Source: an optimization exercise on an open RTL-to-GDS flow (aim: small area). Production flows keep margins and buffers that such runs may drop.
In this exercise RTL edits were held to simulation tests only and were not proved equivalent to the original.
Power figures rest on the tool's default switching activity, not on a simulated workload.

==> flow/design.v <==
module reg_file_mp #(
    parameter int N    = 32,
    parameter int NREG = 16,
    parameter int NRD  = 4,
    parameter int NWR  = 4,
    parameter int AW   = 4
) (
    input  logic              clk,
    input  logic              rst,
    input  logic [NRD*AW-1:0] rd_addr,
    output logic [NRD*N-1:0]  rd_data,
    output logic [NRD-1:0]    rd_busy,
    input  logic [NWR-1:0]    wr_en,
    input  logic [NWR*AW-1:0] wr_addr,
    input  logic [NWR*N-1:0]  wr_data,
    input  logic              rsv_en,
    input  logic [AW-1:0]     rsv_addr,
    input  logic              pc_write,
    input  logic [N-1:0]      pc_update,
    output logic [N-1:0]      pc,
    input  logic              cpsr_write,
    input  logic [N-1:0]      cpsr_update,
    output logic [N-1:0]      cpsr
);
    logic [NREG-2:0][N-1:0]   regs;
    logic [N-1:0]             r15;
    logic [NREG-1:0][N-1:0]   cur, nxt;
    logic [NREG-2:0]          valid;
    logic [NREG-1:0]          busy, nxt_busy, hold, vmask;
    logic [NREG-1:0][NWR-1:0] win;
    logic [NRD*AW-1:0]        rd_addr_q;
    logic [NRD-1:0][NREG-1:0] rsel;
    logic [N-1:0]             nxt_cpsr;
    assign cur = {r15, regs};
    always_comb begin
        for (int r = 0; r < NREG; r++) begin
            logic [NWR-1:0] hit;
            logic           p;
            for (int j = 0; j < NWR; j++)
                hit[j] = wr_en[j] && (wr_addr[j*AW +: AW] == AW'(r));
            p = (r == NREG-1) && pc_write;
            for (int j = 0; j < NWR; j++) begin
                win[r][j] = hit[j] && !p;
                for (int k = j + 1; k < NWR; k++)
                    if (hit[k]) win[r][j] = 1'b0;
            end
            hold[r]     = !(|hit) && !p;
            nxt_busy[r] = (busy[r] && hold[r]) || (rsv_en && rsv_addr == AW'(r));
        end
    end
    for (genvar r = 0; r < NREG; r++) begin : g_w
        for (genvar b = 0; b < N; b++) begin : g_b
            if (r == NREG-1) begin : g_pc
                rf_wsel6 u (.q(cur[r][b]), .hold(hold[r]), .w(win[r]), .p(pc_write),
                            .d({wr_data[3*N+b], wr_data[2*N+b], wr_data[N+b], wr_data[b]}),
                            .pd(pc_update[b]), .y(nxt[r][b]));
            end else begin : g_n
                rf_wsel5 u (.q(cur[r][b]), .hold(hold[r]), .w(win[r]),
                            .d({wr_data[3*N+b], wr_data[2*N+b], wr_data[N+b], wr_data[b]}),
                            .y(nxt[r][b]));
            end
        end
    end
    assign nxt_cpsr = cpsr_write ? cpsr_update : cpsr;
    always_ff @(posedge clk) begin
        regs      <= nxt[NREG-2:0];
        rd_addr_q <= rd_addr;
    end
    always_ff @(posedge clk or posedge rst) begin
        if (rst) begin
            r15   <= '0;
            valid <= '0;
            busy  <= '0;
            cpsr  <= '0;
        end else begin
            r15   <= nxt[NREG-1];
            valid <= valid | ~hold[NREG-2:0];
            busy  <= nxt_busy;
            cpsr  <= nxt_cpsr;
        end
    end
    assign vmask = {1'b1, valid};
    always_comb begin
        for (int i = 0; i < NRD; i++) begin
            for (int r = 0; r < NREG; r++)
                rsel[i][r] = (rd_addr_q[i*AW +: AW] == AW'(r)) && vmask[r];
            rd_busy[i] = busy[rd_addr_q[i*AW +: AW]];
        end
    end
    for (genvar i = 0; i < NRD; i++) begin : g_r
        for (genvar b = 0; b < N; b++) begin : g_b
            logic [NREG-1:0] col;
            for (genvar r = 0; r < NREG; r++) begin : g_c
                assign col[r] = cur[r][b];
            end
            rf_rsel16 u (.s(rsel[i]), .d(col), .y(rd_data[i*N+b]));
        end
    end
    assign pc = r15;
endmodule
module rf_wsel5 (
    input  logic       q,
    input  logic       hold,
    input  logic [3:0] w,
    input  logic [3:0] d,
    output logic       y
);
    assign y = (hold & q) | (w[0] & d[0]) | (w[1] & d[1]) | (w[2] & d[2]) | (w[3] & d[3]);
endmodule
module rf_wsel6 (
    input  logic       q,
    input  logic       hold,
    input  logic [3:0] w,
    input  logic       p,
    input  logic [3:0] d,
    input  logic       pd,
    output logic       y
);
    logic n0, n1;
    rf_ao222n u0 (.a({hold, w[0], w[1]}), .b({q, d[0], d[1]}), .y(n0));
    rf_ao222n u1 (.a({w[2], w[3], p}), .b({d[2], d[3], pd}), .y(n1));
    rf_nand2  u2 (.a(n0), .b(n1), .y(y));
endmodule
module rf_rsel16 (
    input  logic [15:0] s,
    input  logic [15:0] d,
    output logic        y
);
    logic [5:0] n;
    logic       o0;
    for (genvar k = 0; k < 5; k++) begin : g_k
        rf_ao222n u (.a(s[3*k +: 3]), .b(d[3*k +: 3]), .y(n[k]));
    end
    rf_nand2 u5 (.a(s[15]), .b(d[15]), .y(n[5]));
    rf_and3  u6 (.a(n[2:0]), .y(o0));
    rf_nand4 u7 (.a({o0, n[5:3]}), .y(y));
endmodule
module rf_ao222n (
    input  logic [2:0] a,
    input  logic [2:0] b,
    output logic       y
);
    assign y = ~|(a & b);
endmodule
module rf_nand2 (
    input  logic a,
    input  logic b,
    output logic y
);
    assign y = ~(a & b);
endmodule
module rf_and3 (
    input  logic [2:0] a,
    output logic       y
);
    assign y = &a;
endmodule
module rf_nand4 (
    input  logic [3:0] a,
    output logic       y
);
    assign y = ~&a;
endmodule
Settings: LEC_CHECK=0, CAP_MARGIN=10, CELL_PAD_IN_SITES_DETAIL_PLACEMENT=1, CELL_PAD_IN_SITES_GLOBAL_PLACEMENT=2, CORE_MARGIN=2, CORE_UTILIZATION=25, CTS_BUF_LIST=sky130_fd_sc_hd__clkbuf_4, CTS_CLUSTER_DIAMETER=40, CTS_CLUSTER_SIZE=8, GPL_ROUTABILITY_DRIVEN=1, PLACE_DENSITY=0.35, SLEW_MARGIN=10, SYNTH_HIERARCHICAL=1, SYNTH_MINIMUM_KEEP_SIZE=0; clock period 6.0 ns.
standard.sh (not shown) runs the stock make flow with config.mk's settings and CLKGATE_MAP_FILE= SYNTH_SCRIPT=/design/flow/synth_recipe.tcl, a recipe that flattens the netlist after the stock synthesis.
==> flow/flow/run.sh <==
#!/bin/bash
# The standard layout (standard.sh) with two changes made through ORFS's own variables:
# - the ports get the smallest buffer, sky130_fd_sc_hd__buf_1, instead of buffer_ports' default;
# - clock tree synthesis uses clkbuf_4 in sink clusters of up to 8 and inserts no dummy loads.
set -o pipefail
export BUFFER_PORTS_ARGS="-buffer_cell sky130_fd_sc_hd__buf_1"
export CTS_ARGS="-sink_clustering_enable -repair_clock_nets -dont_use_dummy_load -buf_list sky130_fd_sc_hd__clkbuf_4 -sink_clustering_size 8 -sink_clustering_max_diameter 40"
bash standard.sh > standard.log 2>&1
The first run passed the timing, DRC and antenna checks.
Next try:
==> flow/flow/run.sh (replaced) <==
#!/bin/bash
# The standard layout, with the smallest buffer on the ports instead of the
# delay cell buffer_ports would pick by default.
set -o pipefail
export BUFFER_PORTS_ARGS="-buffer_cell sky130_fd_sc_hd__buf_1"
bash standard.sh > standard.log 2>&1
Settings changed: CAP_MARGIN 10 to 20, CELL_PAD_IN_SITES_DETAIL_PLACEMENT 1 to not set, CELL_PAD_IN_SITES_GLOBAL_PLACEMENT 2 to not set, CTS_BUF_LIST sky130_fd_sc_hd__clkbuf_4 to sky130_fd_sc_hd__clkbuf_4 sky130_fd_sc_hd__clkbuf_8, CTS_CLUSTER_DIAMETER 40 to 60, CTS_CLUSTER_SIZE 8 to 16, GPL_ROUTABILITY_DRIVEN 1 to not set, SLEW_MARGIN 10 to 20.
Outcome:
- The new run went through all stages and came out clean
- flip-flop and latch count is unchanged
- core utilization went up by 0.96 points
- worst setup slack gets better by 0.23 ns
- clock-buffer cell count fell by 40
- cell area goes up by 3.2%
- non-clock buffer count rises by 41
Next try:
==> flow/flow/run.sh (replaced) <==
#!/bin/bash
# The standard layout (standard.sh) with two changes made through ORFS's own variables:
# - the ports get the smallest buffer, sky130_fd_sc_hd__buf_1, instead of buffer_ports' default;
# - clock tree synthesis uses clkbuf_4 in sink clusters of up to 10 and inserts no dummy loads.
set -o pipefail
export BUFFER_PORTS_ARGS="-buffer_cell sky130_fd_sc_hd__buf_1"
export CTS_ARGS="-sink_clustering_enable -repair_clock_nets -dont_use_dummy_load -buf_list sky130_fd_sc_hd__clkbuf_4 -sink_clustering_size 10 -sink_clustering_max_diameter 50"
bash standard.sh > standard.log 2>&1
Settings changed: CAP_MARGIN 20 to 10, CELL_PAD_IN_SITES_DETAIL_PLACEMENT set to 1, CELL_PAD_IN_SITES_GLOBAL_PLACEMENT set to 2, CTS_BUF_LIST sky130_fd_sc_hd__clkbuf_4 sky130_fd_sc_hd__clkbuf_8 to sky130_fd_sc_hd__clkbuf_4, CTS_CLUSTER_DIAMETER 60 to 50, CTS_CLUSTER_SIZE 16 to 10, GPL_ROUTABILITY_DRIVEN set to 1, SLEW_MARGIN 20 to 10.
Result: The new run produced a clean layout; total power decreases by 12%; global-route usage increases by 3.2 points; cell count decreases by 1.7%; clock power decreases by 39%; worst setup slack is worse by 0.29 ns; clock-buffer cell count increases by 10; area after synthesis does not change; critical path depth is unchanged.
Next try:
==> flow/flow/run.sh (replaced) <==
#!/bin/bash
# The standard layout (standard.sh) with two changes made through ORFS's own variables:
# - the ports get the smallest buffer, sky130_fd_sc_hd__buf_1, instead of buffer_ports' default;
# - clock tree synthesis uses clkbuf_4 in sink clusters of up to 8 and inserts no dummy loads.
set -o pipefail
export BUFFER_PORTS_ARGS="-buffer_cell sky130_fd_sc_hd__buf_1"
export CTS_ARGS="-sink_clustering_enable -repair_clock_nets -dont_use_dummy_load -buf_list sky130_fd_sc_hd__clkbuf_4 -sink_clustering_size 8 -sink_clustering_max_diameter 40"
bash standard.sh > standard.log 2>&1
Settings changed: CAP_MARGIN 10 to 20, CORE_UTILIZATION 25 to 20, CTS_CLUSTER_DIAMETER 50 to 40, CTS_CLUSTER_SIZE 10 to 8, PLACE_DENSITY 0.35 to 0.3, SLEW_MARGIN 10 to 20.
Effect:
- worst setup slack gains 0.0035 ns
- sequential cell count does not change
- synthesized area does not change
Next try:
Settings changed: CAP_MARGIN 20 to 10, CORE_UTILIZATION 20 to 30, PLACE_DENSITY 0.3 to 0.4, SLEW_MARGIN 20 to 10.
After rerunning: The changed run completed without violations. Cell area goes down by 3.2%. Core utilization went up by 11 points. Setup slack loses 0.11 ns. Global-route usage climbs by 11 points. Via count went up by 1.4%. Power came out lower by 2.8%.

-- static timing again, ports no longer ideal --
No port has a modelled driver above. Below, the same layouts with a new extraction and two added sets of constraints. Step 1: set_driving_cell puts a clkbuf_16 on clk and a buf_2 on each other input, an assumption about the parent block. Step 2, shift: input delay + t, output delay - t, t = (earliest + latest rising clock arrival at the registers) / 2. This alone moves slack from input paths to output paths. a / b / c = ideal / step 1 / step 2; a / b = the first two.
run	t (ns)	setup WS [ns]	hold WS [ns]	clock arrival spread, ns	worst slew at a driven data input, ns
the first run	1.265	0.548 / 0.461 / 1.727	0.085 / 0.027 / 0.492	0.179 / 0.179	0.15
the second run	0.922	0.779 / 0.699 / 1.622	0.426 / 0.379 / 0.488	0.062 / 0.063	0.20
the third run	1.245	0.494 / 0.413 / 1.658	0.073 / 0.019 / 0.497	0.130 / 0.130	0.16
the fourth run	1.369	0.498 / 0.421 / 1.682	0.103 / 0.073 / 0.489	0.177 / 0.176	0.14
the fifth run	1.230	0.383 / 0.308 / 1.538	0.148 / 0.099 / 0.488	0.145 / 0.145	0.05
After both steps every run listed still meets setup and hold.
